From an optimization exercise on the open Yosys and OpenROAD flow, aimed at small area; shortcuts taken in it are not production practice. Only simulation tests tie the RTL to the original design; equivalence was not proved. Power is estimated from default activity; no workload was simulated.

## v24
// grahzm_core
module grahzm_core #(
   parameter int WIDTH = 8,
   parameter int RAM_DEPTH = 256,
   parameter int PC_WIDTH = 8
) (
   input  logic                clk,
   input  logic                rst,
   output logic [PC_WIDTH-1:0] prog_addr,
   input  logic [7:0]          prog_data,
   input  logic [WIDTH-1:0]    in_data,
   input  logic                in_valid,
   output logic                in_ready,
   output logic [WIDTH-1:0]    out_data,
   output logic                out_valid,
   input  logic                out_ready,
   output logic                stall
);
Size: roughly 39 I/O pins, ~0.081 sq mm of cells after synthesis.
Settings: LEC_CHECK=0, CAP_MARGIN=20, CORE_MARGIN=2, CORE_UTILIZATION=40, CTS_CLUSTER_DIAMETER=60, CTS_CLUSTER_SIZE=30, SLEW_MARGIN=20, SYNTH_HIERARCHICAL=1; clock period 5.5 ns.
run.sh (not shown) runs the stock make flow with config.mk's settings and CLKGATE_MAP_FILE= SYNTH_SCRIPT=/design/flow/synth_recipe.tcl, a recipe that flattens the netlist after the stock synthesis.
Input changes introduced in v21 (baseline for comparison: v24):
Settings: CTS_CLUSTER_SIZE: 30 -> 28; CTS_CLUSTER_DIAMETER: 60 -> 100.
Notes after the runs:
Reported for v21 and v24, cell depth of the worst setup path turned out identical to the last digit. Relative to v24, data arrival time of the critical path has increased by 0.02 ns in v21. Diff v24 -> v21: max capacitance violation total ~0 delta; total internal power -2400 uW. Reported for v21 and v24, die footprint turned out identical to the last digit. Between v24 and v21, the share of final layout cell area taken by non-clock buffers figures differ only marginally. Global-route usage: v21 < v24. v21 vs. v24: iteration count of the initial detailed-routing pass moved down, number of levels the H-tree was split into moved down. Delta(post-route clock period utilization, v21 - v24) > 0. Of v21 and v24, the run reporting the higher share of layout cells above drive strength 1 was v24.

The RTL this note starts from:
==> flow/design.v <==
module grahzm_core #(
   parameter int WIDTH = 8,
   parameter int RAM_DEPTH = 256,
   parameter int PC_WIDTH = 8
) (
   input  logic                clk,
   input  logic                rst,
   output logic [PC_WIDTH-1:0] prog_addr,
   input  logic [7:0]          prog_data,
   input  logic [WIDTH-1:0]    in_data,
   input  logic                in_valid,
   output logic                in_ready,
   output logic [WIDTH-1:0]    out_data,
   output logic                out_valid,
   input  logic                out_ready,
   output logic                stall
);
   logic [7:0] pc_q, pc_d;
   logic [7:0] r0_q, r1_q, r2_q, r3_q, r4_q, r5_q;
   logic [7:0] r0_d, r1_d, r2_d, r3_d, r4_d, r5_d;
   logic [7:0] out_data_q, out_data_d;
   logic out_valid_q, out_valid_d;
   logic [2047:0] ram_q;
   logic [1:0] cls;
   logic [2:0] src, dst, op;
   logic is_copy, need_in, need_out, blocked, go, ram_we, zero, neg, base, taken;
   logic [7:0] src_val, reg_val, alu, rdata, wcol;
   logic [15:0] hi, lo;
   logic [255:0] nsel, wstb;
   logic [15:0] lo_we;
   assign cls = prog_data[7:6];
   assign src = prog_data[5:3];
   assign dst = prog_data[2:0];
   assign op = prog_data[2:0];
   always_comb begin
      for (int i = 0; i < 16; i++) begin
         hi[i] = r4_q[7:4] == 4'(i);
         lo[i] = r4_q[3:0] == 4'(i);
         lo_we[i] = lo[i] & ram_we;
      end
      for (int k = 0; k < 256; k++) begin
         nsel[k] = ~(hi[k / 16] & lo[k % 16]);
         wstb[k] = hi[k / 16] & lo_we[k % 16];
      end
   end
   for (genvar b = 0; b < 8; b++) begin : g_rd
      logic [127:0] pz;
      for (genvar g = 0; g < 128; g++) begin : g_pair
         grahzm_rd2 u_rd (.q({ram_q[(2*g+1)*8+b], ram_q[(2*g)*8+b]}), .nsel(nsel[2*g+1:2*g]), .z(pz[g]));
      end
      assign rdata[b] = ~|pz;
   end
   for (genvar k = 0; k < 256; k++) begin : g_word
      grahzm_ram_word u_word (.clk(clk), .wstb(wstb[k]), .nsel(nsel[k]), .wd(wcol), .q(ram_q[k*8+7:k*8]));
   end
   always_comb begin
      case (src)
         3'd0: reg_val = r0_q;
         3'd1: reg_val = r1_q;
         3'd2: reg_val = r2_q;
         3'd3: reg_val = r3_q;
         3'd4: reg_val = r4_q;
         default: reg_val = r5_q;
      endcase
   end
   always_comb begin
      is_copy = cls == 2'b10;
      need_in = is_copy && src == 3'd7;
      need_out = is_copy && dst == 3'd7;
      blocked = (need_in && !in_valid) || (need_out && out_valid_q && !out_ready);
      go = !rst && !blocked;
      ram_we = go && is_copy && dst == 3'd6 && src != 3'd6;
      src_val = src == 3'd7 ? in_data : src == 3'd6 ? rdata : reg_val;
      wcol = !ram_we ? 8'hff : src == 3'd7 ? in_data : reg_val;
   end
   always_comb begin
      alu = '0;
      case (op)
         3'd0: alu = r1_q | r2_q;
         3'd1: alu = ~(r1_q & r2_q);
         3'd2: alu = ~(r1_q | r2_q);
         3'd3: alu = r1_q & r2_q;
         3'd4: alu = r1_q + r2_q;
         3'd5: alu = r1_q - r2_q;
         3'd6: alu = r1_q ^ r2_q;
         default: alu = r1_q << 1;
      endcase
   end
   always_comb begin
      zero = r3_q == '0;
      neg = r3_q[7];
      base = op[1:0] == 2'd0 ? 1'b0 : op[1:0] == 2'd1 ? zero : op[1:0] == 2'd2 ? neg : zero | neg;
      taken = base ^ op[2];
   end
   always_comb begin
      pc_d = pc_q;
      r0_d = r0_q;
      r1_d = r1_q;
      r2_d = r2_q;
      r3_d = r3_q;
      r4_d = r4_q;
      r5_d = r5_q;
      out_data_d = out_data_q;
      out_valid_d = out_valid_q && !out_ready;
      if (go) begin
         pc_d = (cls == 2'b11 && taken) ? r0_q : pc_q + 1'b1;
         if (cls == 2'b00) r0_d = 8'(prog_data[5:0]);
         if (cls == 2'b01) r3_d = alu;
         if (is_copy) begin
            case (dst)
               3'd0: r0_d = src_val;
               3'd1: r1_d = src_val;
               3'd2: r2_d = src_val;
               3'd3: r3_d = src_val;
               3'd4: r4_d = src_val;
               3'd5: r5_d = src_val;
               default: ;
            endcase
         end
         if (need_out) begin
            out_data_d = src_val;
            out_valid_d = 1'b1;
         end
      end
   end
   assign prog_addr = rst ? '0 : pc_q;
   assign stall = !rst && blocked;
   assign in_ready = !rst && need_in && !blocked;
   assign out_data = out_data_q;
   assign out_valid = out_valid_q;
   always_ff @(posedge clk) begin
      if (rst) begin
         pc_q <= '0;
         r0_q <= '0;
         r1_q <= '0;
         r2_q <= '0;
         r3_q <= '0;
         r4_q <= '0;
         r5_q <= '0;
         out_data_q <= '0;
         out_valid_q <= 1'b0;
      end else begin
         pc_q <= pc_d;
         r0_q <= r0_d;
         r1_q <= r1_d;
         r2_q <= r2_d;
         r3_q <= r3_d;
         r4_q <= r4_d;
         r5_q <= r5_d;
         out_data_q <= out_data_d;
         out_valid_q <= out_valid_d;
      end
   end
endmodule
module grahzm_ram_word (
   input  logic       clk,
   input  logic       wstb,
   input  logic       nsel,
   input  logic [7:0] wd,
   output logic [7:0] q
);
   always_ff @(posedge clk) q <= (q | {8{wstb}}) & ({8{nsel}} | wd);
endmodule
module grahzm_rd2 (
   input  logic [1:0] q,
   input  logic [1:0] nsel,
   output logic       z
);
   assign z = ~&(q | nsel);
endmodule
==> flow/config.mk <==
export PLATFORM = sky130hd
export DESIGN_NAME = grahzm_core
export DESIGN_NICKNAME = grahzm_core
export VERILOG_FILES = /design/flow/design.v
export SDC_FILE = /design/flow/constraint.sdc
export NUM_CORES = 4
export LEC_CHECK = 0
export CAP_MARGIN = 15
export CORE_MARGIN = 2
export CORE_UTILIZATION = 40
export CTS_CLUSTER_DIAMETER = 100
export CTS_CLUSTER_SIZE = 28
export SETUP_SLACK_MARGIN = 0.3
export SLEW_MARGIN = 5
export SYNTH_HIERARCHICAL = 1
==> flow/constraint.sdc <==
create_clock -name core_clock -period 5.5 [get_ports {clk}]
set_input_delay 1.1000 -clock core_clock [delete_from_list [all_inputs] [get_ports {clk}]]
set_output_delay 1.1000 -clock core_clock [all_outputs]
set_load 0.01 [all_outputs]
standard.sh (not shown) runs the stock make flow with config.mk's settings and CLKGATE_MAP_FILE= SYNTH_SCRIPT=/design/flow/synth_recipe.tcl, a recipe that flattens the netlist after the stock synthesis.
==> flow/flow/run.sh <==
#!/bin/bash
# The standard layout (standard.sh: the standard synthesis and ORFS flow) with
# three layout choices changed:
#  - the buffers Yosys/ABC put into the netlist are removed at floorplan
#    (REMOVE_ABC_BUFFERS=1) and global placement is not timing driven, so
#    buffers are only added where the later repair steps need them;
#  - the port buffers are sky130_fd_sc_hd__buf_1, the smallest buffer (ORFS
#    picks a larger delay buffer by default); every port still gets one.
# The full make output goes to standard_flow.log here; ORFS's own per-step logs
# are under orfs/logs.
set -euo pipefail
cd "$(dirname "$0")/.."
export REMOVE_ABC_BUFFERS=1
export GPL_TIMING_DRIVEN=0
export BUFFER_PORTS_ARGS="-buffer_cell sky130_fd_sc_hd__buf_1"
bash standard.sh finish > standard_flow.log 2>&1
Rerun with:
--- a/flow/config.mk
+++ b/flow/config.mk
@@ -7,7 +7,8 @@
 export LEC_CHECK = 0
-export CAP_MARGIN = 15
+export CAP_MARGIN = 20
 export CORE_MARGIN = 2
-export CORE_UTILIZATION = 40
+export CORE_UTILIZATION = 45
 export CTS_CLUSTER_DIAMETER = 100
 export CTS_CLUSTER_SIZE = 28
+export PLACE_DENSITY = 0.62
 export SETUP_SLACK_MARGIN = 0.3
- The new run produced a clean layout
- core utilization grows by 4.9 points
- power hardly moves
- cell count drops by 3.1%
- critical path depth is unchanged
- routed wire length shrinks by 1.7%
- synthesized cell count is unchanged
- count of clock-buffer cells in the layout climbs by 3
- register-to-register slack got worse by 0.06 ns
- via count hardly moves
- non-clock buffer count stays the same
Rerun with:
==> flow/config.mk (replaced) <==
export PLATFORM = sky130hd
export DESIGN_NAME = grahzm_core
export DESIGN_NICKNAME = grahzm_core
export VERILOG_FILES = /design/flow/design.v
export SDC_FILE = /design/flow/constraint.sdc
export NUM_CORES = 4
export LEC_CHECK = 0
export CAP_MARGIN = 25
export CORE_MARGIN = 2
export CORE_UTILIZATION = 55
export CTS_CLUSTER_DIAMETER = 100
export CTS_CLUSTER_SIZE = 28
export PLACE_DENSITY = 0.7
export SETUP_SLACK_MARGIN = 0.4
export SLEW_MARGIN = 10
export SYNTH_HIERARCHICAL = 1
The changed run finished with timing, DRC and antenna clean.
Wire length fell by a few percent.
Total power is about the same.
Synthesized cell count stays the same.
Clock power is about the same.
Rerun with:
--- a/flow/config.mk
+++ b/flow/config.mk
@@ -7,10 +7,8 @@
 export LEC_CHECK = 0
-export CAP_MARGIN = 25
+export CAP_MARGIN = 20
 export CORE_MARGIN = 2
-export CORE_UTILIZATION = 55
+export CORE_UTILIZATION = 40
 export CTS_CLUSTER_DIAMETER = 100
 export CTS_CLUSTER_SIZE = 28
-export PLACE_DENSITY = 0.7
-export SETUP_SLACK_MARGIN = 0.4
-export SLEW_MARGIN = 10
+export SLEW_MARGIN = 20
 export SYNTH_HIERARCHICAL = 1
=> With this change the flow completed and failed the layout checks on setup timing; via count shrinks by 0.73%; design area grows by 0.98%; fmax shrinks by 5.6%; global-route usage shrinks by 7.7 points; non-clock buffer count shrinks by 5; die area grows by 37%; worst setup slack is worse by 0.31 ns; utilization shrinks by 15 points; sequential share of layout area shrinks by 0.50 points; total power barely changes.

[separate check: timing with driven ports]
The flow's constraints put no driver on any port. The routed layouts listed below were extracted and timed again, unchanged, in two steps. Step 1 assumes that a clkbuf_16 drives the clock port and a buf_2 every other input. Step 2 adds t to the input delays and takes it off the output delays; t is the mean of the earliest and latest rising clock arrival at the registers after step 1. Input paths then give back, and output paths get back, about the clock's delay inside the block. a / b / c = ideal / step 1 / step 2; a / b = the first two.
| run | t, ns | slack for setup (ns) | latest minus earliest clock arrival (ns) | worst slew at a driven data input, ns |
|---|---|---|---|---|
| v24 | 0.897 | 0.477 / 0.477 / 0.477 | 0.040 / 0.040 | 0.03 |
| v21 | 0.850 | 0.405 / 0.405 / 0.405 | 0.036 / 0.036 | 0.03 |
| the first run of note 2 | 0.839 | 0.286 / 0.286 / 0.247 | 0.056 / 0.055 | 0.07 |
| the second run of note 2 | 0.831 | 0.228 / 0.228 / 0.077 | 0.034 / 0.035 | 0.04 |
| the third run of note 2 | 0.824 | 0.293 / 0.293 / 0.167 | 0.046 / 0.047 | 0.04 |
| the fourth run of note 2 | 0.830 | -0.018 / -0.018 / -0.018 | 0.030 / 0.030 | 0.06 |
The setup slack of the second run of note 2, which loses most, moves by 0.000 ns with the drivers and by -0.151 ns with both steps.
